Context: an optimization exercise on an open-source flow, tuned for small area. The choices shown serve that exercise and are no tape-out recipe. Function was checked by simulation only, so behaviour that the tests miss may differ from the original. Power is estimated from default activity; no workload was simulated.

## rv32i_mbox_reg_file
module rv32i_mbox_reg_file
#(
  parameter int XLEN       = 32,
  parameter int NREGS      = 32,
  parameter int IN_BASE    = rv32i_rf_pkg::DEF_IN_BASE,
  parameter int N_IN       = rv32i_rf_pkg::DEF_N_IN,
  parameter int START_REG  = rv32i_rf_pkg::DEF_START_REG,
  parameter int RESULT_REG = rv32i_rf_pkg::DEF_RESULT_REG
) (
  input  logic                       clk,
  input  logic                       rst_n,
  input  logic [$clog2(NREGS)-1:0]   rs1_addr,
  input  logic [$clog2(NREGS)-1:0]   rs2_addr,
  output logic [XLEN-1:0]            rs1_data,
  output logic [XLEN-1:0]            rs2_data,
  input  logic                       rd_we,
  input  logic [$clog2(NREGS)-1:0]   rd_addr,
  input  logic [XLEN-1:0]            rd_data,
  input  logic                       req_valid,
  output logic                       req_ready,
  input  logic [N_IN*XLEN-1:0]       req_opnd,
  output logic                       res_valid,
  input  logic                       res_ready,
  output logic [XLEN-1:0]            res_data,
  output logic                       busy
);
Size in the first run: ~220 I/O pins, about 39000 um2 of cells after synthesis.
==> flow/config.mk <==
export PLATFORM = sky130hd
export DESIGN_NAME = rv32i_mbox_reg_file
export DESIGN_NICKNAME = rv32i_mbox_reg_file
export VERILOG_FILES = /design/flow/design.v
export SDC_FILE = /design/flow/constraint.sdc
export NUM_CORES = 4
export LEC_CHECK = 0
export CAP_MARGIN = 10
export CELL_PAD_IN_SITES_DETAIL_PLACEMENT = 1
export CELL_PAD_IN_SITES_GLOBAL_PLACEMENT = 1
export CORE_MARGIN = 2
export CORE_UTILIZATION = 45
export PLACE_DENSITY = 0.7
export SLEW_MARGIN = 10
export SYNTH_HIERARCHICAL = 1
==> flow/constraint.sdc <==
create_clock -name core_clock -period 6.0 [get_ports {clk}]
set_input_delay 1.2000 -clock core_clock [delete_from_list [all_inputs] [get_ports {clk}]]
set_output_delay 1.2000 -clock core_clock [all_outputs]
set_load 0.01 [all_outputs]
standard.sh (not shown) runs the stock make flow with config.mk's settings and CLKGATE_MAP_FILE= SYNTH_SCRIPT=/design/flow/synth_recipe.tcl, a recipe that flattens the netlist after the stock synthesis.
==> flow/flow/run.sh <==
#!/bin/bash
set -e
export BUFFER_PORTS_ARGS="-buffer_cell sky130_fd_sc_hd__buf_1"
export CTS_ARGS="-sink_clustering_enable -repair_clock_nets -dont_use_dummy_load -buf_list {sky130_fd_sc_hd__clkbuf_8 sky130_fd_sc_hd__clkbuf_16} -root_buf sky130_fd_sc_hd__clkbuf_16 -tree_buf sky130_fd_sc_hd__clkbuf_16 -sink_clustering_buffer sky130_fd_sc_hd__clkbuf_8 -sink_clustering_size 16 -sink_clustering_max_diameter 80"
bash standard.sh > flow.log 2>&1
Rerun with:
--- a/flow/design.v
+++ b/flow/design.v
@@ -83,37 +83,24 @@
   output logic y
 );
   assign y = ~((a1 & a2) | (b1 & b2) | (c1 & c2));
 endmodule
 module rv32i_rf_nand #(
   parameter int N = 10
 ) (
   input  logic [N-1:0] n,
   output logic         y
 );
   assign y = ~&n;
 endmodule
-module rv32i_rf_wdec (
-  input  logic hi, lo,
-  output logic we, we_n
-);
-  assign we   = hi & lo;
-  assign we_n = ~(hi & lo);
-endmodule
-module rv32i_rf_rsel (
-  input  logic hi, lo, vld,
-  output logic sel
-);
-  assign sel = hi & lo & vld;
-endmodule
 module rv32i_mbox_reg_file
 #(
   parameter int XLEN       = 32,
   parameter int NREGS      = 32,
   parameter int IN_BASE    = rv32i_rf_pkg::DEF_IN_BASE,
   parameter int N_IN       = rv32i_rf_pkg::DEF_N_IN,
   parameter int START_REG  = rv32i_rf_pkg::DEF_START_REG,
   parameter int RESULT_REG = rv32i_rf_pkg::DEF_RESULT_REG
 ) (
   input  logic                       clk,
   input  logic                       rst_n,
   input  logic [$clog2(NREGS)-1:0]   rs1_addr,
@@ -173,47 +160,32 @@
     .req_opnd  (req_opnd),
     .res_valid (res_valid),
     .res_ready (res_ready),
     .res_data  (res_data),
     .busy      (busy),
     .result_we (result_we),
     .abort_we  (abort_we),
     .wdata     (rd_data),
     .run       (run),
     .opnd_vld  (opnd_vld),
     .opnd      (opnd)
   );
-  localparam int NLO = 4;
-  localparam int NHI = NREGS / NLO;
-  logic [NHI-1:0]      wr_hi;
-  logic [NLO-1:0]      wr_lo;
-  logic [1:0][NHI-1:0] rs_hi;
-  logic [1:0][NLO-1:0] rs_lo;
-  for (genvar k = 0; k < NHI; k++) begin : g_hi
-    assign wr_hi[k]    = rd_we && (rd_addr[AW-1:2] == (AW-2)'(k));
-    assign rs_hi[0][k] = (rs1_addr[AW-1:2] == (AW-2)'(k));
-    assign rs_hi[1][k] = (rs2_addr[AW-1:2] == (AW-2)'(k));
-  end
-  for (genvar j = 0; j < NLO; j++) begin : g_lo
-    assign wr_lo[j]    = (rd_addr[1:0] == 2'(j));
-    assign rs_lo[0][j] = (rs1_addr[1:0] == 2'(j));
-    assign rs_lo[1][j] = (rs2_addr[1:0] == 2'(j));
-  end
   logic [NREGS-1:0][XLEN-1:0] src_q;
   logic [NREGS-1:0]           src_vld;
   for (genvar i = 0; i < NREGS; i++) begin : g_reg
     if (is_writable(i)) begin : g_st
       logic            we, we_n, vld_q;
       logic [XLEN-1:0] q, d;
-      rv32i_rf_wdec u_dec (.hi(wr_hi[i / NLO]), .lo(wr_lo[i % NLO]), .we(we), .we_n(we_n));
+      assign we   = rd_we && (rd_addr == AW'(i));
+      assign we_n = !we;
       for (genvar b = 0; b < XLEN; b++) begin : g_bit
         rv32i_rf_ao22 u_mux (.a1(rd_data[b]), .a2(we), .b1(q[b]), .b2(we_n), .y(d[b]));
       end
       always_ff @(posedge clk) begin
         q <= d;
       end
       always_ff @(posedge clk or negedge rst_n) begin
         if (!rst_n)  vld_q <= 1'b0;
         else if (we) vld_q <= 1'b1;
       end
       assign src_q[i]   = q;
       assign src_vld[i] = vld_q;
@@ -226,28 +198,26 @@
     end
   end
   logic [1:0][AW-1:0]   rs_addr;
   logic [1:0][XLEN-1:0] rs_data;
   assign rs_addr = {rs2_addr, rs1_addr};
   logic [3*NGRP*XLEN-1:0] src;
   logic [2*3*NGRP-1:0]    sel;
   logic [1:0]             st_n;
   for (genvar s = 0; s < 3*NGRP; s++) begin : g_src
     localparam int R = src_reg(s);
     if (R >= 0) begin : g_on
       assign src[s*XLEN +: XLEN] = src_q[R];
-      rv32i_rf_rsel u_sel1 (.hi(rs_hi[0][R / NLO]), .lo(rs_lo[0][R % NLO]), .vld(src_vld[R]),
-                            .sel(sel[s]));
-      rv32i_rf_rsel u_sel2 (.hi(rs_hi[1][R / NLO]), .lo(rs_lo[1][R % NLO]), .vld(src_vld[R]),
-                            .sel(sel[3*NGRP + s]));
+      assign sel[s]              = (rs_addr[0] == AW'(R)) && src_vld[R];
+      assign sel[3*NGRP + s]     = (rs_addr[1] == AW'(R)) && src_vld[R];
     end else begin : g_off
       assign src[s*XLEN +: XLEN] = '0;
       assign sel[s]              = 1'b0;
       assign sel[3*NGRP + s]     = 1'b0;
     end
   end
   for (genvar p = 0; p < 2; p++) begin : g_rd
     assign st_n[p] = !((rs_addr[p] == START_A) && run);
     for (genvar b = 0; b < XLEN; b++) begin : g_bit
       logic [NGRP-1:0] part_n;
       for (genvar g = 0; g < NGRP; g++) begin : g_grp
         rv32i_rf_aoi222 u_aoi (
Cell area barely changes.
Clock skew grows by 12 ps.
Count of clock-buffer cells in the layout is unchanged.
Global-route usage shrinks by 0.40 points.
Cell count barely changes.
Routed wire length is higher by 0.46%.
Power is about the same.
Non-clock buffer count drops by 4.
Synthesized area climbs by 0.53%.
Register-to-register slack gains 240 ps.
Sequential power hardly moves.
Hold slack loses 29 ps.

---

The RTL this note starts from:
==> flow/design.v <==
package rv32i_rf_pkg;
  typedef enum logic [1:0] {
    ST_IDLE = 2'd0,
    ST_RUN  = 2'd1,
    ST_DONE = 2'd2
  } mbox_state_e;
  localparam int DEF_IN_BASE    = 28;
  localparam int DEF_N_IN       = 2;
  localparam int DEF_START_REG  = 31;
  localparam int DEF_RESULT_REG = 10;
endpackage
module rv32i_mbox_ctrl
#(
  parameter int XLEN = 32,
  parameter int N_IN = rv32i_rf_pkg::DEF_N_IN
) (
  input  logic                       clk,
  input  logic                       rst_n,
  input  logic                       req_valid,
  output logic                       req_ready,
  input  logic [N_IN*XLEN-1:0]       req_opnd,
  output logic                       res_valid,
  input  logic                       res_ready,
  output logic [XLEN-1:0]            res_data,
  output logic                       busy,
  input  logic                       result_we,
  input  logic                       abort_we,
  input  logic [XLEN-1:0]            wdata,
  output logic                       run,
  output logic                       opnd_vld,
  output logic [N_IN-1:0][XLEN-1:0]  opnd
);
  logic                       run_q, done_q, opnd_vld_q;
  logic [N_IN*XLEN-1:0]       opnd_q, opnd_d;
  logic [XLEN-1:0]            res_data_q, res_data_d;
  logic                       accept, accept_n, complete, complete_n;
  assign accept     = req_valid && !run_q && !done_q;
  assign accept_n   = !accept;
  assign complete   = run_q && result_we;
  assign complete_n = !complete;
  for (genvar b = 0; b < N_IN*XLEN; b++) begin : g_opnd
    rv32i_rf_ao22 u_mux (.a1(req_opnd[b]), .a2(accept), .b1(opnd_q[b]), .b2(accept_n),
                         .y(opnd_d[b]));
  end
  for (genvar b = 0; b < XLEN; b++) begin : g_res
    rv32i_rf_ao22 u_mux (.a1(wdata[b]), .a2(complete), .b1(res_data_q[b]), .b2(complete_n),
                         .y(res_data_d[b]));
  end
  always_ff @(posedge clk or negedge rst_n) begin
    if (!rst_n) begin
      run_q      <= 1'b0;
      done_q     <= 1'b0;
      opnd_vld_q <= 1'b0;
      res_data_q <= '0;
    end else begin
      if (accept)                                run_q <= 1'b1;
      else if (run_q && (result_we || abort_we)) run_q <= 1'b0;
      if (complete)                              done_q <= 1'b1;
      else if (res_ready)                        done_q <= 1'b0;
      if (accept)                                opnd_vld_q <= 1'b1;
      res_data_q <= res_data_d;
    end
  end
  always_ff @(posedge clk) begin
    opnd_q <= opnd_d;
  end
  assign req_ready = !run_q && !done_q;
  assign res_valid = done_q;
  assign busy      = run_q || done_q;
  assign run       = run_q;
  assign opnd_vld  = opnd_vld_q;
  assign res_data  = res_data_q;
  assign opnd      = opnd_q;
endmodule
module rv32i_rf_ao22 (
  input  logic a1, a2, b1, b2,
  output logic y
);
  assign y = (a1 & a2) | (b1 & b2);
endmodule
module rv32i_rf_aoi222 (
  input  logic a1, a2, b1, b2, c1, c2,
  output logic y
);
  assign y = ~((a1 & a2) | (b1 & b2) | (c1 & c2));
endmodule
module rv32i_rf_nand #(
  parameter int N = 10
) (
  input  logic [N-1:0] n,
  output logic         y
);
  assign y = ~&n;
endmodule
module rv32i_mbox_reg_file
#(
  parameter int XLEN       = 32,
  parameter int NREGS      = 32,
  parameter int IN_BASE    = rv32i_rf_pkg::DEF_IN_BASE,
  parameter int N_IN       = rv32i_rf_pkg::DEF_N_IN,
  parameter int START_REG  = rv32i_rf_pkg::DEF_START_REG,
  parameter int RESULT_REG = rv32i_rf_pkg::DEF_RESULT_REG
) (
  input  logic                       clk,
  input  logic                       rst_n,
  input  logic [$clog2(NREGS)-1:0]   rs1_addr,
  input  logic [$clog2(NREGS)-1:0]   rs2_addr,
  output logic [XLEN-1:0]            rs1_data,
  output logic [XLEN-1:0]            rs2_data,
  input  logic                       rd_we,
  input  logic [$clog2(NREGS)-1:0]   rd_addr,
  input  logic [XLEN-1:0]            rd_data,
  input  logic                       req_valid,
  output logic                       req_ready,
  input  logic [N_IN*XLEN-1:0]       req_opnd,
  output logic                       res_valid,
  input  logic                       res_ready,
  output logic [XLEN-1:0]            res_data,
  output logic                       busy
);
  localparam int AW = $clog2(NREGS);
  localparam logic [AW-1:0] START_A  = AW'(START_REG);
  localparam logic [AW-1:0] RESULT_A = AW'(RESULT_REG);
  if (IN_BASE < 1 || N_IN < 1 || IN_BASE + N_IN > NREGS ||
      START_REG < 1 || START_REG >= NREGS ||
      RESULT_REG < 1 || RESULT_REG >= NREGS || START_REG == RESULT_REG ||
      (START_REG  >= IN_BASE && START_REG  < IN_BASE + N_IN) ||
      (RESULT_REG >= IN_BASE && RESULT_REG < IN_BASE + N_IN)) begin : g_param_err
    $error("rv32i_mbox_reg_file: illegal mailbox register placement");
  end
  function automatic logic is_opnd(input int a);
    is_opnd = (a >= IN_BASE) && (a < IN_BASE + N_IN);
  endfunction
  function automatic logic is_writable(input int a);
    is_writable = (a != 0) && !is_opnd(a) && (a != START_REG);
  endfunction
  function automatic int src_reg(input int s);
    int n;
    src_reg = -1;
    n = 0;
    for (int i = 0; i < NREGS; i++) begin
      if (is_writable(i) || is_opnd(i)) begin
        if (n == s) src_reg = i;
        n++;
      end
    end
  endfunction
  localparam int NSRC = NREGS - 2;
  localparam int NGRP = (NSRC + 2) / 3;
  logic                       run, opnd_vld;
  logic [N_IN-1:0][XLEN-1:0]  opnd;
  logic                       result_we, abort_we;
  assign result_we = rd_we && (rd_addr == RESULT_A);
  assign abort_we  = rd_we && (rd_addr == START_A) && !rd_data[0];
  rv32i_mbox_ctrl #(.XLEN(XLEN), .N_IN(N_IN)) u_ctrl (
    .clk       (clk),
    .rst_n     (rst_n),
    .req_valid (req_valid),
    .req_ready (req_ready),
    .req_opnd  (req_opnd),
    .res_valid (res_valid),
    .res_ready (res_ready),
    .res_data  (res_data),
    .busy      (busy),
    .result_we (result_we),
    .abort_we  (abort_we),
    .wdata     (rd_data),
    .run       (run),
    .opnd_vld  (opnd_vld),
    .opnd      (opnd)
  );
  logic [NREGS-1:0][XLEN-1:0] src_q;
  logic [NREGS-1:0]           src_vld;
  for (genvar i = 0; i < NREGS; i++) begin : g_reg
    if (is_writable(i)) begin : g_st
      logic            we, we_n, vld_q;
      logic [XLEN-1:0] q, d;
      assign we   = rd_we && (rd_addr == AW'(i));
      assign we_n = !we;
      for (genvar b = 0; b < XLEN; b++) begin : g_bit
        rv32i_rf_ao22 u_mux (.a1(rd_data[b]), .a2(we), .b1(q[b]), .b2(we_n), .y(d[b]));
      end
      always_ff @(posedge clk) begin
        q <= d;
      end
      always_ff @(posedge clk or negedge rst_n) begin
        if (!rst_n)  vld_q <= 1'b0;
        else if (we) vld_q <= 1'b1;
      end
      assign src_q[i]   = q;
      assign src_vld[i] = vld_q;
    end else if (is_opnd(i)) begin : g_op
      assign src_q[i]   = opnd[i - IN_BASE];
      assign src_vld[i] = opnd_vld;
    end else begin : g_none
      assign src_q[i]   = '0;
      assign src_vld[i] = 1'b0;
    end
  end
  logic [1:0][AW-1:0]   rs_addr;
  logic [1:0][XLEN-1:0] rs_data;
  assign rs_addr = {rs2_addr, rs1_addr};
  logic [3*NGRP*XLEN-1:0] src;
  logic [2*3*NGRP-1:0]    sel;
  logic [1:0]             st_n;
  for (genvar s = 0; s < 3*NGRP; s++) begin : g_src
    localparam int R = src_reg(s);
    if (R >= 0) begin : g_on
      assign src[s*XLEN +: XLEN] = src_q[R];
      assign sel[s]              = (rs_addr[0] == AW'(R)) && src_vld[R];
      assign sel[3*NGRP + s]     = (rs_addr[1] == AW'(R)) && src_vld[R];
    end else begin : g_off
      assign src[s*XLEN +: XLEN] = '0;
      assign sel[s]              = 1'b0;
      assign sel[3*NGRP + s]     = 1'b0;
    end
  end
  for (genvar p = 0; p < 2; p++) begin : g_rd
    assign st_n[p] = !((rs_addr[p] == START_A) && run);
    for (genvar b = 0; b < XLEN; b++) begin : g_bit
      logic [NGRP-1:0] part_n;
      for (genvar g = 0; g < NGRP; g++) begin : g_grp
        rv32i_rf_aoi222 u_aoi (
          .a1(sel[3*NGRP*p + 3*g]),   .a2(src[(3*g)*XLEN + b]),
          .b1(sel[3*NGRP*p + 3*g+1]), .b2(src[(3*g+1)*XLEN + b]),
          .c1(sel[3*NGRP*p + 3*g+2]), .c2(src[(3*g+2)*XLEN + b]),
          .y (part_n[g]));
      end
      if (b == 0) begin : g_st
        rv32i_rf_nand #(.N(NGRP + 1)) u_or (.n({st_n[p], part_n}), .y(rs_data[p][b]));
      end else begin : g_dt
        rv32i_rf_nand #(.N(NGRP)) u_or (.n(part_n), .y(rs_data[p][b]));
      end
    end
  end
  assign rs1_data = rs_data[0];
  assign rs2_data = rs_data[1];
endmodule
clock: 6.0 ns
lec_check: 0
cap_margin: 10
cell_pad_in_sites_detail_placement: 1
cell_pad_in_sites_global_placement: 1
core_margin: 2
core_utilization: 55
place_density: 0.75
slew_margin: 10
synth_hierarchical: 1
Scripts as last shown in full above: flow/flow/run.sh
Change:
--- a/flow/design.v
+++ b/flow/design.v
@@ -89,12 +89,25 @@
 ) (
   input  logic [N-1:0] n,
   output logic         y
 );
   assign y = ~&n;
 endmodule
+module rv32i_rf_wdec (
+  input  logic hi, lo,
+  output logic we, we_n
+);
+  assign we   = hi & lo;
+  assign we_n = ~(hi & lo);
+endmodule
+module rv32i_rf_rsel (
+  input  logic hi, lo, vld,
+  output logic sel
+);
+  assign sel = hi & lo & vld;
+endmodule
 module rv32i_mbox_reg_file
 #(
   parameter int XLEN       = 32,
   parameter int NREGS      = 32,
   parameter int IN_BASE    = rv32i_rf_pkg::DEF_IN_BASE,
   parameter int N_IN       = rv32i_rf_pkg::DEF_N_IN,
@@ -166,20 +179,35 @@
     .abort_we  (abort_we),
     .wdata     (rd_data),
     .run       (run),
     .opnd_vld  (opnd_vld),
     .opnd      (opnd)
   );
+  localparam int NLO = 4;
+  localparam int NHI = NREGS / NLO;
+  logic [NHI-1:0]      wr_hi;
+  logic [NLO-1:0]      wr_lo;
+  logic [1:0][NHI-1:0] rs_hi;
+  logic [1:0][NLO-1:0] rs_lo;
+  for (genvar k = 0; k < NHI; k++) begin : g_hi
+    assign wr_hi[k]    = rd_we && (rd_addr[AW-1:2] == (AW-2)'(k));
+    assign rs_hi[0][k] = (rs1_addr[AW-1:2] == (AW-2)'(k));
+    assign rs_hi[1][k] = (rs2_addr[AW-1:2] == (AW-2)'(k));
+  end
+  for (genvar j = 0; j < NLO; j++) begin : g_lo
+    assign wr_lo[j]    = (rd_addr[1:0] == 2'(j));
+    assign rs_lo[0][j] = (rs1_addr[1:0] == 2'(j));
+    assign rs_lo[1][j] = (rs2_addr[1:0] == 2'(j));
+  end
   logic [NREGS-1:0][XLEN-1:0] src_q;
   logic [NREGS-1:0]           src_vld;
   for (genvar i = 0; i < NREGS; i++) begin : g_reg
     if (is_writable(i)) begin : g_st
       logic            we, we_n, vld_q;
       logic [XLEN-1:0] q, d;
-      assign we   = rd_we && (rd_addr == AW'(i));
-      assign we_n = !we;
+      rv32i_rf_wdec u_dec (.hi(wr_hi[i / NLO]), .lo(wr_lo[i % NLO]), .we(we), .we_n(we_n));
       for (genvar b = 0; b < XLEN; b++) begin : g_bit
         rv32i_rf_ao22 u_mux (.a1(rd_data[b]), .a2(we), .b1(q[b]), .b2(we_n), .y(d[b]));
       end
       always_ff @(posedge clk) begin
         q <= d;
       end
@@ -204,14 +232,16 @@
   logic [2*3*NGRP-1:0]    sel;
   logic [1:0]             st_n;
   for (genvar s = 0; s < 3*NGRP; s++) begin : g_src
     localparam int R = src_reg(s);
     if (R >= 0) begin : g_on
       assign src[s*XLEN +: XLEN] = src_q[R];
-      assign sel[s]              = (rs_addr[0] == AW'(R)) && src_vld[R];
-      assign sel[3*NGRP + s]     = (rs_addr[1] == AW'(R)) && src_vld[R];
+      rv32i_rf_rsel u_sel1 (.hi(rs_hi[0][R / NLO]), .lo(rs_lo[0][R % NLO]), .vld(src_vld[R]),
+                            .sel(sel[s]));
+      rv32i_rf_rsel u_sel2 (.hi(rs_hi[1][R / NLO]), .lo(rs_lo[1][R % NLO]), .vld(src_vld[R]),
+                            .sel(sel[3*NGRP + s]));
     end else begin : g_off
       assign src[s*XLEN +: XLEN] = '0;
       assign sel[s]              = 1'b0;
       assign sel[3*NGRP + s]     = 1'b0;
     end
   end
Effect: Sequential cell count is unchanged. Critical path depth rises by 1. Hold slack gains 21 ps. Wire length is lower by 2.0%. Synthesized cell count is lower by 1.1%.

[what the ideal ports hide]
The flow's constraints put no driver on any port. The routed layouts listed below were extracted and timed again, unchanged, in two steps.
Step 1: set_driving_cell puts a clkbuf_16 on clk and a buf_2 on each other input, an assumption about the parent block.
Step 2 moves the port delays by t, midway between the first and last clock arrival at a register: inputs arrive t later, outputs are due t later. That takes back most of the time a late clock gives input paths.
Three values: no drivers, after step 1, after step 2; two values: the first two.
| run | shift t [ns] | setup WS [ns] | worst hold slack (ns) | worst setup path after step 2 | pins driven straight from the clock port |
|---|---|---|---|---|---|
| the first run of note 1 | 0.690 | 0.557 / 0.525 / 0.525 | 0.501 / 0.473 / 0.501 | input to output | 1 |
| the second run of note 1 | 0.699 | 0.105 / 0.081 / 0.081 | 0.472 / 0.472 / 0.472 | input to output | 1 |
| the first run of note 2 | 0.679 | 0.584 / 0.559 / 0.559 | 0.476 / 0.476 / 0.476 | input to output | 1 |
| the second run of note 2 | 0.683 | 0.420 / 0.393 / 0.393 | 0.497 / 0.497 / 0.497 | input to output | 1 |
After both steps setup and hold are still met in every run listed. For the first run of note 1, which loses most, drivers alone change the setup slack by -0.032 ns; drivers and shift together by -0.032 ns.
